From an optimization exercise on the open Yosys and OpenROAD flow, aimed at small area and a short achievable clock period; shortcuts taken in it are not production practice. Function was checked by simulation only, so behaviour that the tests miss may differ from the original. Power and IR drop assume default switching activity.

## wav_riff_header_parser
module wav_riff_header_parser (
    input  logic                             aclk,
    input  logic                             aresetn,
    input  logic                             s_axis_tvalid,
    output logic                             s_axis_tready,
    input  logic [7:0]                       s_axis_tdata,    
    input  logic                             s_axis_tlast,    
    output logic                             m_axis_tvalid,
    input  logic                             m_axis_tready,
    output logic [wavp_pkg::OUT_TDATA_W-1:0] m_axis_tdata,
    output logic                             m_axis_tuser     
);
For scale: about 550 cells after synthesis, ~64 I/O pins.
export LEC_CHECK = 0
export CAP_MARGIN = 20
export CORE_MARGIN = 2
export CORE_UTILIZATION = 40
export CTS_BUF_LIST = sky130_fd_sc_hd__clkbuf_8
export SETUP_SLACK_MARGIN = 3.3
export SLEW_MARGIN = 20
create_clock -name core_clock -period 6.5 [get_ports {aclk}]
standard.sh (not shown) runs the stock make flow with config.mk's settings and CLKGATE_MAP_FILE= SYNTH_SCRIPT=/design/flow/synth_recipe.tcl, a recipe that flattens the netlist after the stock synthesis.
==> flow/flow/run.sh <==
#!/bin/bash
set -euo pipefail
bash standard.sh BUFFER_PORTS_ARGS="-buffer_cell sky130_fd_sc_hd__buf_1" finish > standard_flow.log 2>&1
Change:
--- a/flow/config.mk
+++ b/flow/config.mk
@@ -10 +10 @@
-export CORE_UTILIZATION = 40
+export CORE_UTILIZATION = 60
@@ -12 +12 @@
-export SETUP_SLACK_MARGIN = 3.3
+export SETUP_SLACK_MARGIN = 3.6
Result: Setup slack is better by 0.18 ns; first-iteration DRC count fell by 29%; final area rose by 1.6%; clock power fell by about 6%; fmax rose by 6.1%; power fell by 1.2%.
Change:
--- a/flow/config.mk
+++ b/flow/config.mk
@@ -10 +10 @@
-export CORE_UTILIZATION = 60
+export CORE_UTILIZATION = 40
@@ -12 +12 @@
-export SETUP_SLACK_MARGIN = 3.6
+export SETUP_SLACK_MARGIN = 3.75
@@ -13,0 +14 @@
+export TNS_END_PERCENT = 2
What happened: The new run finished with timing, DRC and antenna clean. Via count decreases by 0.74%. Global-route usage decreases by 9.7 points. Worst hold slack is worse by 0.012 ns. Core utilization decreases by 23 points.
Change:
--- a/flow/config.mk
+++ b/flow/config.mk
@@ -11,2 +11 @@
-export CTS_BUF_LIST = sky130_fd_sc_hd__clkbuf_8
-export SETUP_SLACK_MARGIN = 3.75
+export SETUP_SLACK_MARGIN = 3.6
@@ -14 +12,0 @@
-export TNS_END_PERCENT = 2
Synthesized area is unchanged.
Design area increases by 3.0%.
Routed wire length climbs by 1.2%.
Register-to-register slack degrades by 0.06 ns.
Setup slack stays flat.
Via count is lower by 0.44%.
Power goes up by 16%.
Sequential power barely changes.
Critical path depth does not change.
Sequential share of layout area goes down by 1.0 points.
Die area does not change.

========
The RTL this note starts from:
==> flow/design.v <==
package wavp_pkg;
    localparam logic [2:0] ST_PARSING    = 3'd0;
    localparam logic [2:0] ST_OK         = 3'd1;
    localparam logic [2:0] ST_NOT_WAVE   = 3'd2;
    localparam logic [2:0] ST_MISSING    = 3'd3;
    localparam logic [2:0] ST_BAD_FORMAT = 3'd4;
    localparam logic [2:0] ST_TRUNCATED  = 3'd5;
    localparam int OUT_BITS = 8 + 3 + 32;
    localparam int OUT_TDATA_W = ((OUT_BITS + 7) / 8) * 8;
endpackage
module wav_riff_header_parser (
    input  logic                             aclk,
    input  logic                             aresetn,
    input  logic                             s_axis_tvalid,
    output logic                             s_axis_tready,
    input  logic [7:0]                       s_axis_tdata,    
    input  logic                             s_axis_tlast,    
    output logic                             m_axis_tvalid,
    input  logic                             m_axis_tready,
    output logic [wavp_pkg::OUT_TDATA_W-1:0] m_axis_tdata,
    output logic                             m_axis_tuser     
);
    localparam logic [2:0] P_HDR  = 3'd0;
    localparam logic [2:0] P_CHDR = 3'd1;
    localparam logic [2:0] P_FMT  = 3'd2;
    localparam logic [2:0] P_DATA = 3'd3;
    localparam logic [2:0] P_SKIP = 3'd4;
    localparam logic [2:0] P_PAD  = 3'd5;
    localparam logic [2:0] P_DONE = 3'd6;
    localparam logic [2:0] P_ERR  = 3'd7;
    logic [2:0]  ph, ph_n;
    logic [5:0]  pos, pos_n, pos_inc;
    logic [31:0] cnt, cnt_n, borrow;
    logic        f1, f1_n;
    logic        f2, f2_n;
    logic        fgood, fgood_n;   
    logic        sfmt, sfmt_n;
    logic        sdata, sdata_n;
    logic        m_valid_reg;
    logic        m_user_reg;
    logic [7:0]  m_byte_reg;
    logic [2:0]  m_stat_reg;
    logic [31:0] m_dlen_reg;
    logic        accept;
    logic        hdr_done;
    logic        chunk_end;
    logic        dload;
    logic        audio;
    logic [31:0] L;
    logic [7:0]  b;
    logic        m_hdr, m_tf, m_td, m_fmt;
    logic [2:0]  verdict;
    logic        v_notwave, v_trunc, v_fin;
    logic        hdr_last, lzero, cnt_one, pos_39;
    assign hdr_last = pos[3] && pos[1:0] == 2'd3;        
    assign lzero    = (L == 32'd0);
    assign cnt_one  = (cnt == 32'd1);
    assign pos_39   = pos[5] && (pos[4] || pos[3] || pos[2:0] == 3'd7);
    assign s_axis_tready = !m_valid_reg || m_axis_tready;
    assign accept        = s_axis_tvalid && s_axis_tready;
    assign b             = s_axis_tdata;
    assign pos_inc       = pos + 6'd1;
    always_comb begin
        borrow[0] = 1'b1;
        for (int i = 1; i < 32; i++) begin
            borrow[i] = borrow[i-1] && !cnt[i-1];
        end
    end
    assign L             = {b, cnt[31:8]};
    always_comb begin
        case ({pos[3], pos[1:0]})
            3'd0:       m_hdr = (b == 8'h52);   
            3'd1:       m_hdr = (b == 8'h49);   
            3'd2, 3'd3: m_hdr = (b == 8'h46);   
            3'd4:       m_hdr = (b == 8'h57);   
            3'd5:       m_hdr = (b == 8'h41);   
            3'd6:       m_hdr = (b == 8'h56);   
            default:    m_hdr = (b == 8'h45);   
        endcase
        case (pos[1:0])
            2'd0:    begin m_tf = (b == 8'h66); m_td = (b == 8'h64); end
            2'd1:    begin m_tf = (b == 8'h6D); m_td = (b == 8'h61); end
            2'd2:    begin m_tf = (b == 8'h74); m_td = (b == 8'h74); end
            default: begin m_tf = (b == 8'h20); m_td = (b == 8'h61); end
        endcase
        case (pos[3:0])
            4'd0:    m_fmt = (b == 8'h01);
            4'd2:    m_fmt = (b == 8'h02);
            4'd4:    m_fmt = (b == 8'h44);
            4'd5:    m_fmt = (b == 8'hAC);
            4'd14:   m_fmt = (b == 8'h10);
            4'd1, 4'd3, 4'd6, 4'd7, 4'd15: m_fmt = (b == 8'h00);
            default: m_fmt = 1'b1;
        endcase
    end
    always_comb begin
        ph_n      = ph;
        pos_n     = pos;
        f1_n      = f1;
        f2_n      = f2;
        fgood_n   = fgood;
        sfmt_n    = sfmt;
        sdata_n   = sdata;
        hdr_done  = 1'b0;
        chunk_end = 1'b0;
        dload     = 1'b0;
        audio     = 1'b0;
        case (ph)
            P_HDR: begin
                f1_n  = (f1 || pos == 6'd0) && (pos[2] || m_hdr);
                pos_n = pos_inc;
                if (hdr_last) begin
                    ph_n  = f1_n ? P_CHDR : P_ERR;
                    pos_n = '0;
                end
            end
            P_CHDR: begin
                if (!pos[2]) begin
                    f1_n = (f1 || pos[1:0] == 2'd0) && m_tf;
                    f2_n = (f2 || pos[1:0] == 2'd0) && m_td;
                end
                pos_n = pos_inc;
                if (pos[2:0] == 3'd7) begin
                    hdr_done = 1'b1;
                end
            end
            P_FMT: begin
                if (f1 && !pos[5] && !pos[4]) begin
                    fgood_n = (fgood || pos[3:0] == 4'd0) && m_fmt;
                end
                if (f1 && pos == 6'd15) begin
                    sfmt_n = 1'b1;
                end
                if (!(pos[5] && (pos[4] || pos[3]))) begin
                    pos_n = pos_inc;
                end
                if (cnt_one) begin
                    chunk_end = 1'b1;
                end
            end
            P_DATA: begin
                audio = 1'b1;
                if (cnt_one) begin
                    chunk_end = 1'b1;
                end
            end
            P_SKIP: begin
                if (cnt_one) begin
                    chunk_end = 1'b1;
                end
            end
            P_PAD: begin
                ph_n  = P_CHDR;
                pos_n = '0;
            end
            default: ;
        endcase
        if (hdr_done) begin
            pos_n = '0;
            f1_n  = |L[31:4];
            f2_n  = L[0];
            if (f1) begin
                ph_n = P_FMT;
            end else if (f2 && !sdata) begin
                sdata_n = 1'b1;
                dload   = 1'b1;
                ph_n    = P_DATA;
            end else begin
                ph_n = P_SKIP;
            end
            if (lzero) begin
                chunk_end = 1'b1;
            end
        end
        if (chunk_end) begin
            if (sfmt_n && sdata_n) begin
                ph_n = P_DONE;
            end else if (f2_n) begin
                ph_n = P_PAD;
            end else begin
                ph_n = P_CHDR;
            end
            pos_n = '0;
        end
        v_notwave = (ph == P_ERR) || (ph == P_HDR && hdr_last && !f1_n);
        v_trunc   = (ph == P_HDR && !hdr_last) ||
                    (ph == P_CHDR && pos[2:0] == 3'd7 && !lzero && (f1 || (f2 && !sdata))) ||
                    (ph == P_FMT && !(cnt_one || (f1 && pos_39))) ||
                    (ph == P_DATA && !cnt_one);
        v_fin     = (ph == P_DONE) ||
                    (ph == P_CHDR && pos[2:0] == 3'd7 && lzero && !f1 && f2 && !sdata && sfmt) ||
                    (ph == P_FMT && sdata && sfmt_n) ||
                    (ph == P_DATA && sfmt);
        if (v_notwave) begin
            verdict = wavp_pkg::ST_NOT_WAVE;
        end else if (v_trunc) begin
            verdict = wavp_pkg::ST_TRUNCATED;
        end else if (v_fin) begin
            verdict = fgood_n ? wavp_pkg::ST_OK : wavp_pkg::ST_BAD_FORMAT;
        end else begin
            verdict = wavp_pkg::ST_MISSING;
        end
    end
    logic take, keep, take_st, keep_st;
    assign take    = accept;
    assign keep    = !accept;
    assign take_st = accept && aresetn && !s_axis_tlast;   
    assign keep_st = aresetn && !accept;
    assign cnt_n = (accept && ph == P_CHDR) ? L : (cnt ^ ({32{accept}} & borrow));
    always_ff @(posedge aclk) begin
        ph    <= ({3{take_st}} & ph_n)  | ({3{keep_st}} & ph);
        pos   <= ({6{take_st}} & pos_n) | ({6{keep_st}} & pos);
        sfmt  <= (take_st & sfmt_n)     | (keep_st & sfmt);
        sdata <= (take_st & sdata_n)    | (keep_st & sdata);
    end
    always_ff @(posedge aclk) begin
        cnt   <= cnt_n;
        f1    <= (take & f1_n)    | (keep & f1);
        f2    <= (take & f2_n)    | (keep & f2);
        fgood <= (take & fgood_n) | (keep & fgood);
    end
    always_ff @(posedge aclk) begin
        if (!aresetn) begin
            m_valid_reg <= 1'b0;
        end else if (accept) begin
            m_valid_reg <= 1'b1;
        end else if (m_axis_tready) begin
            m_valid_reg <= 1'b0;
        end
    end
    logic take_audio, take_last, take_dlen, keep_dlen;
    assign take_audio = accept && audio;
    assign take_last  = accept && s_axis_tlast;
    assign take_dlen  = accept && dload;
    assign keep_dlen  = !accept || sdata;
    always_ff @(posedge aclk) begin
        m_user_reg <= take_audio | (keep & m_user_reg);
        m_byte_reg <= ({8{take_audio}} & b) | ({8{keep}} & m_byte_reg);
        m_stat_reg <= ({3{take_last}} & verdict) | ({3{keep}} & m_stat_reg);
        m_dlen_reg <= ({32{take_dlen}} & L) | ({32{keep_dlen}} & m_dlen_reg);
    end
    assign m_axis_tvalid = m_valid_reg;
    assign m_axis_tdata  = {{(wavp_pkg::OUT_TDATA_W - wavp_pkg::OUT_BITS){1'b0}},
                            m_dlen_reg, m_stat_reg, m_byte_reg};
    assign m_axis_tuser  = m_user_reg;
endmodule
clock: 6.5 ns
lec_check: 0
cap_margin: 20
core_margin: 2
core_utilization: 40
cts_buf_list: sky130_fd_sc_hd__clkbuf_8
setup_slack_margin: 3.7
slew_margin: 20
Scripts as last shown in full above: flow/flow/run.sh
==> next run, changes <==
SETUP_SLACK_MARGIN = 3.65   (was 3.7)
TNS_END_PERCENT = 5   (was not set)
Effect: Clock power came out lower by 23%. Non-clock buffer count went down by 5. Final cell count decreases by 0.81%.
==> next run, changes <==
==> flow/flow/run.sh (replaced) <==
#!/bin/bash
set -euo pipefail
bash standard.sh BUFFER_PORTS_ARGS="-buffer_cell sky130_fd_sc_hd__buf_1" RECOVER_POWER=100 finish > standard_flow.log 2>&1
SETUP_SLACK_MARGIN = 3.6   (was 3.65)
TNS_END_PERCENT = not set   (was 5)
This time the run finished but fails on max-capacitance violations, max-slew violations.
Sequential share of layout area goes up by 0.29 points.
Via count is lower by 0.81%.
Global-route usage grows by 0.38 points.

-- afterwards: timing with drivers on the ports --
The flow's constraints put no driver on any port. The routed layouts listed below were extracted and timed again, unchanged, in two steps. Step 1, drivers: a clkbuf_16 drives aclk and a buf_2 each remaining input, both assumed. Step 2 adds t to the input delays and takes it off the output delays; t is the mean of the earliest and latest rising clock arrival at the registers after step 1. Input paths then give back, and output paths get back, about the clock's delay inside the block. a / b / c = ideal ports / drivers / drivers and shift; a / b = the first two.
| run | shift t [ns] | slack for setup (ns) | worst setup path after step 2 | pins driven straight from the clock port |
|---|---|---|---|---|
| the first run of note 1 | 0.408 | 3.364 / 3.338 / 3.057 | input to register | 1 |
| the second run of note 1 | 0.398 | 3.545 / 3.518 / 3.300 | input to register | 1 |
| the third run of note 1 | 0.400 | 3.586 / 3.564 / 3.317 | input to register | 1 |
| the fourth run of note 1 | 0.385 | 3.584 / 3.559 / 3.294 | input to register | 1 |
| the first run of note 2 | 0.416 | 3.585 / 3.560 / 3.391 | input to register | 1 |
| the second run of note 2 | 0.406 | 3.567 / 3.543 / 3.245 | input to register | 1 |
| the third run of note 2 | 0.409 | 2.333 / 2.345 / 1.936 | input to register | 1 |
For the third run of note 2, which loses most, drivers alone change the setup slack by +0.012 ns; drivers and shift together by -0.397 ns.
